What follows belongs to an exercise in optimizing a design on an open flow for small area, a short achievable clock period and few clock cycles per item; a production flow would make more cautious choices. RTL that was checked went through simulation tests only; none was proved equivalent to the original. No activity file was given, so power comes from the tool's default toggle rates.

==> inputs of v26 <==
Design yuv2rgb_top, start of the top module:
module yuv2rgb_top
(
	input logic CLOCK_50_I,
	input logic resetn,
	input logic in_valid,
	output logic in_ready,
	input logic [7:0] y,
	input logic [7:0] u,
	input logic [7:0] v,
	output logic out_valid,
	input logic out_ready,
	output logic [7:0] r,
	output logic [7:0] g,
	output logic [7:0] b
);
Settings: LEC_CHECK=0, CAP_MARGIN=20, CORE_MARGIN=2, CORE_UTILIZATION=40, SETUP_SLACK_MARGIN=4.3, SLEW_MARGIN=20, SYNTH_HIERARCHICAL=1; clock period 8.0 ns.
standard.sh (not shown) runs the stock make flow with config.mk's settings and CLKGATE_MAP_FILE= SYNTH_SCRIPT=/design/flow/synth_recipe.tcl, a recipe that flattens the netlist after the stock synthesis.
==> flow/flow/run.sh <==
#!/bin/bash
# The standard layout (standard.sh: ORFS synthesis to final layout), with one
# change: the buffers that buffer_ports puts on every input and output port are
# plain sky130_fd_sc_hd__buf_1 cells instead of the default (a slow delay
# buffer).  Every port still gets its own buffer; the resizer may resize them.
set -euo pipefail
bash standard.sh "BUFFER_PORTS_ARGS=-buffer_cell sky130_fd_sc_hd__buf_1" finish > flow_standard.log 2>&1
==> v29 (differences from v26) <==
--- a/flow/config.mk
+++ b/flow/config.mk
@@ -8,6 +8,7 @@
 export CAP_MARGIN = 20
 export CORE_MARGIN = 2
 export CORE_UTILIZATION = 40
-export SETUP_SLACK_MARGIN = 4.3
+export SETUP_SLACK_MARGIN = 4.35
 export SLEW_MARGIN = 20
 export SYNTH_HIERARCHICAL = 1
+export TNS_END_PERCENT = 0
==> summary.txt <==
Maximum frequency: v26 is higher than v29 (about 0.8%).
In v29 the first-iteration DRC count is lower than in v26, by 26%.
Of v26 and v29, v26 has the higher total power (gap 0.65%, measured against v29).
Against v29, the critical path depth of v26 is lower by 8.
In flip-flop and latch count, v29 and v26 do not differ.
Testbench counts of v26, summed over its fixed seeds: cycles 32,016, pixels 32,000.
Testbench counts of v29, summed over its fixed seeds: cycles 32,016, pixels 32,000.

==> inputs of run a <==
Another version of the RTL of yuv2rgb_top (not shown whole).
export LEC_CHECK = 0
export ABC_CLOCK_PERIOD_IN_PS = 3500
export CAP_MARGIN = 20
export CORE_MARGIN = 2
export CORE_UTILIZATION = 40
export SETUP_SLACK_MARGIN = 4.5
export SLEW_MARGIN = 20
export SYNTH_HIERARCHICAL = 1
create_clock -name core_clock -period 8.0 [get_ports {CLOCK_50_I}]
run.sh (not shown) runs the stock make flow with config.mk's settings and CLKGATE_MAP_FILE= SYNTH_SCRIPT=/design/flow/synth_recipe.tcl, a recipe that flattens the netlist after the stock synthesis.
Stock flow here: none of the scripts above is used.
==> inputs of run b, as changes to run a <==
Settings changed: ABC_CLOCK_PERIOD_IN_PS 3500 to default, SETUP_SLACK_MARGIN 4.5 to 3.0.
==> inputs of run c, as changes to run a <==
Settings changed: ABC_CLOCK_PERIOD_IN_PS 3500 to 4000, SETUP_SLACK_MARGIN 4.5 to 3.5.
==> qor summary <==
PwrDens: run c 309.2 nW/um2; run a 324.8 nW/um2; run b 302.9 nW/um2
Launch point of the worst reg-to-reg path: run c ya[7]; run a ya[3]; run b va[1]
M2 GR Usage: run c 35.38%; run a 36.64%; run b 33.87%
First-pass GRT wire length: run c 33,100 um; run a 34,600 um; run b 31,820 um
Power dissipated in the clock network: run c 0.000246 W; run a 0.000245 W; run b 0.000250 W
Largest net degree at the start of global routing: run c 31; run a 25; run b 31
Vias per cell: run c 5.174; run a 5.252; run b 5.041
Max rail drop VDD: run c 0.3853 mV; run a 0.3732 mV; run b 0.3481 mV
Clock network fraction of design power: run c 8.0%; run a 7.3%; run b 8.6%
Leakage power of the design: run c 4.169 nW; run a 4.254 nW; run b 4.036 nW
Minimum period implied by the final worst setup slack: run c 4.371 ns; run a 4.385 ns; run b 4.861 ns
Vias in the first global route: run c 6,248; run a 6,507; run b 5,849
Number of nets at the end of the flow: run c 1,080; run a 1,095; run b 1,055
Worst setup timing slack at the placement stage: run c 2.961 ns; run a 3.081 ns; run b 2.857 ns
Outcome: run c complete, no violations; run a complete, no violations; run b complete, no violations
Fraction of standard cell area in multi-input logic: run c 61.79%; run a 62.08%; run b 63.13%
Signed area change from the synthesized netlist to the final layout: run c 21.75%; run a 26.40%; run b 17.25%
Clock distribution area overhead in the final layout: run c 1.552%; run a 1.495%; run b 1.611%
Detailed route wirelength on metal3: run c 1022 um; run a 1235 um; run b 766 um
Launching element of the worst setup path: run c ya[7]; run a ya[3]; run b va[1]
First-pass detailed-route iteration total: run c 5; run a 4; run b 4
Dpl hpwl: run c 15,450 um; run a 15,450 um; run b 15,540 um
Max-Slew Margin vs Limit: run c 26.31%; run a 30.11%; run b 30.20%
Testbench counts of run a, summed over its fixed seeds: cycles 32,016, pixels 32,000.
Testbench counts of run b, summed over its fixed seeds: cycles 32,016, pixels 32,000.
Testbench counts of run c, summed over its fixed seeds: cycles 32,016, pixels 32,000.

==> build 53 <==
yuv2rgb_top, a different RTL version from the one above (not shown whole).
Settings: LEC_CHECK=0, CAP_MARGIN=20, CORE_MARGIN=2, CORE_UTILIZATION=40, SETUP_SLACK_MARGIN=4.3, SLEW_MARGIN=20, SYNTH_HIERARCHICAL=1; clock period 8.0 ns.
standard.sh (not shown) runs the stock make flow with config.mk's settings and CLKGATE_MAP_FILE= SYNTH_SCRIPT=/design/flow/synth_recipe.tcl, a recipe that flattens the netlist after the stock synthesis.
Scripts as last shown in full above: flow/flow/run.sh
==> build 21: changes against build 53 <==
- SETUP_SLACK_MARGIN: 4.3 -> 4.2
==> summary of the runs <==
In build 21 the clock power is higher than in build 53, by about 0.9%. Against build 53, the wire length of build 21 is larger by about 0.22%. Build 21 finished with timing, DRC and antenna clean. Build 53 went through all stages and came out clean. Synthesized cell count is the same in build 21 and build 53. Between build 21 and build 53, the lower worst hold slack is in build 53 (gap 0.0040 ns).
Testbench counts of build 53, summed over its fixed seeds: cycles 32,016, pixels 32,000.
Testbench counts of build 21, summed over its fixed seeds: cycles 32,016, pixels 32,000.

==> inputs of trial 31 <==
yuv2rgb_top, a different RTL version from the one above (not shown whole).
clock: 8.0 ns
lec_check: 0
cap_margin: 20
core_margin: 2
core_utilization: 40
setup_slack_margin: 3.9
slew_margin: 20
synth_hierarchical: 1
Scripts as last shown in full above: flow/flow/run.sh
==> build 73: changes against trial 31 <==
--- a/flow/design.v
+++ b/flow/design.v
@@ -15,20 +15,17 @@
 	output logic [7:0] r,
 	output logic [7:0] g,
 	output logic [7:0] b
 );
 	logic a_valid, b_ready;
 	logic [7:0] ua, va;
-	logic r_s, rq_s;
-	logic [1:0] r_o, rq_o;
+	logic r_s, r_o, rq_s, rq_o;
 	logic [7:0] r_c, rq_c;
-	logic g_s, gq_s;
-	logic [1:0] g_o, gq_o;
+	logic g_s, g_o, gq_s, gq_o;
 	logic [7:0] g_c, gq_c;
-	logic b_s, bq_s;
-	logic [1:0] b_o, bq_o;
+	logic b_s, b_o, bq_s, bq_o;
 	logic [7:0] b_c, bq_c;
 	assign b_ready = !out_valid || out_ready;
 	assign in_ready = !a_valid || b_ready;
 	always_ff @(posedge CLOCK_50_I or negedge resetn)
 		if (!resetn) a_valid <= 1'b0;
 		else if (in_ready) a_valid <= in_valid;
@@ -1823,32 +1820,32 @@
 	pfx_a21oi ng584 (.a(n630), .b(n773), .c(n631), .y(n782));
 	logic n783;
 	pfx_nand2 ng585 (.a(n630), .b(n775), .y(n783));
 	logic n784;
 	pfx_o21ai ng586 (.a(n783), .b(n721), .c(n782), .y(n784));
 	assign r_s = n253;
-	assign r_o = {n248, n242};
+	assign r_o = n248 | n242;
 	assign r_c = {n234, n226, n218, n214, n208, n202, n198, n195};
 	assign g_s = ~n548;
-	assign g_o = {~n543, ~n537};
+	assign g_o = ~n543 | ~n537;
 	assign g_c = {~n529, ~n521, ~n513, ~n509, ~n503, ~n497, ~n492, ~n490};
 	assign b_s = ~n781;
-	assign b_o = {n778, n772};
+	assign b_o = n778 | n772;
 	assign b_c = {n763, n756, n749, n743, n735, n730, n724, n722};
 	always_ff @(posedge CLOCK_50_I or negedge resetn)
 		if (!resetn) out_valid <= 1'b0;
 		else if (b_ready) out_valid <= a_valid;
 	always_ff @(posedge CLOCK_50_I)
 		if (a_valid && b_ready) begin
 			rq_s <= r_s; rq_o <= r_o; rq_c <= r_c;
 			gq_s <= g_s; gq_o <= g_o; gq_c <= g_c;
 			bq_s <= b_s; bq_o <= b_o; bq_c <= b_c;
 		end
-	assign r = rq_s ? 8'd0 : (|rq_o) ? 8'd255 : rq_c;
-	assign g = gq_s ? 8'd0 : (|gq_o) ? 8'd255 : gq_c;
-	assign b = bq_s ? 8'd0 : (|bq_o) ? 8'd255 : bq_c;
+	assign r = rq_s ? 8'd0 : rq_o ? 8'd255 : rq_c;
+	assign g = gq_s ? 8'd0 : gq_o ? 8'd255 : gq_c;
+	assign b = bq_s ? 8'd0 : bq_o ? 8'd255 : bq_c;
 endmodule
 module csa_fa (input logic a, input logic b, input logic c, output logic s, output logic co);
 	assign s = a ^ b ^ c;
 	assign co = (a & b) | (a & c) | (b & c);
 endmodule
 module pfx_inv (input logic a, output logic y);
==> flow/flow/run.sh (replaced) <==
#!/bin/bash
# The standard layout (standard.sh: ORFS synthesis to final layout), with one
# change: the buffers that buffer_ports puts on every input and output port are
# plain sky130_fd_sc_hd__buf_2 cells instead of the default (a slow delay
# buffer).  Every port still gets its own buffer; the resizer may resize them.
set -euo pipefail
bash standard.sh "BUFFER_PORTS_ARGS=-buffer_cell sky130_fd_sc_hd__buf_2" finish > flow_standard.log 2>&1
- SETUP_SLACK_MARGIN: 3.9 -> 3.5
==> summary.txt <==
quantity                                                               trial 31        build 73
Ratio of final minimum period to clock period                             48.9%           52.2%
Run status                                                       finished clean  finished clean
Via-per-instance ratio                                                     4.67            4.57
Skew final                                                            0.0200 ns       0.0104 ns
Top cell type's share of synthesized area                                 31.1%           32.1%
Setup repair after global routing missed its margin                        true           false
Clock latency reported for the late side of the worst-skew pair         0.36 ns         0.35 ns
Internal reg-to-reg setup slack                                         4.10 ns         3.83 ns
Worst VDD drop                                                       0.000196 V      0.000187 V
Met2 wire length                                                   9270 microns    8490 microns
Final critical-path setup slack                                         4.09 ns         3.83 ns
Reg area                                                             2210 sq um      2120 sq um
DR WL met3                                                          852 microns     633 microns
Testbench counts of trial 31, summed over its fixed seeds: cycles 32,016, pixels 32,000.
Function not checked in build 73: the RTL went through the layout flow alone.

[afterwards: timing with drivers on the ports]
How much do the figures lean on ideal ports? The routed layouts below were timed once more, with nothing changed but the port constraints.
Step 1, drivers: a clkbuf_16 drives CLOCK_50_I and a buf_2 each remaining input, both assumed.
Step 2 also shifts input and output timing later by t, the mid clock arrival at the registers, as if the neighbouring blocks saw the same clock.
a / b / c = ideal / step 1 / step 2; a / b = the first two.
run	t, ns	setup slack, ns	hold slack, ns	worst data-port slew with drivers (ns)
v26	0.392	4.373 / 4.349 / 3.981	0.485 / 0.485 / 0.485	0.06
v29	0.398	4.344 / 4.348 / 3.970	0.481 / 0.481 / 0.481	0.04
run a	0.355	3.615 / 3.615 / 3.615	0.500 / 0.500 / 0.500	0.05
run b	0.356	3.139 / 3.139 / 3.139	0.506 / 0.506 / 0.506	0.06
run c	0.361	3.629 / 3.605 / 3.605	0.494 / 0.494 / 0.494	0.06
build 53	0.384	4.370 / 4.367 / 3.984	0.491 / 0.491 / 0.491	0.06
build 21	0.389	4.307 / 4.331 / 3.943	0.495 / 0.495 / 0.495	0.04
trial 31	0.397	4.088 / 4.096 / 3.715	0.543 / 0.543 / 0.543	0.04
build 73	0.385	3.826 / 3.826 / 3.812	0.536 / 0.536 / 0.536	0.04
After both steps setup and hold are still met in every run listed. For v26, which loses most, drivers alone change the setup slack by -0.024 ns; drivers and shift together by -0.392 ns.
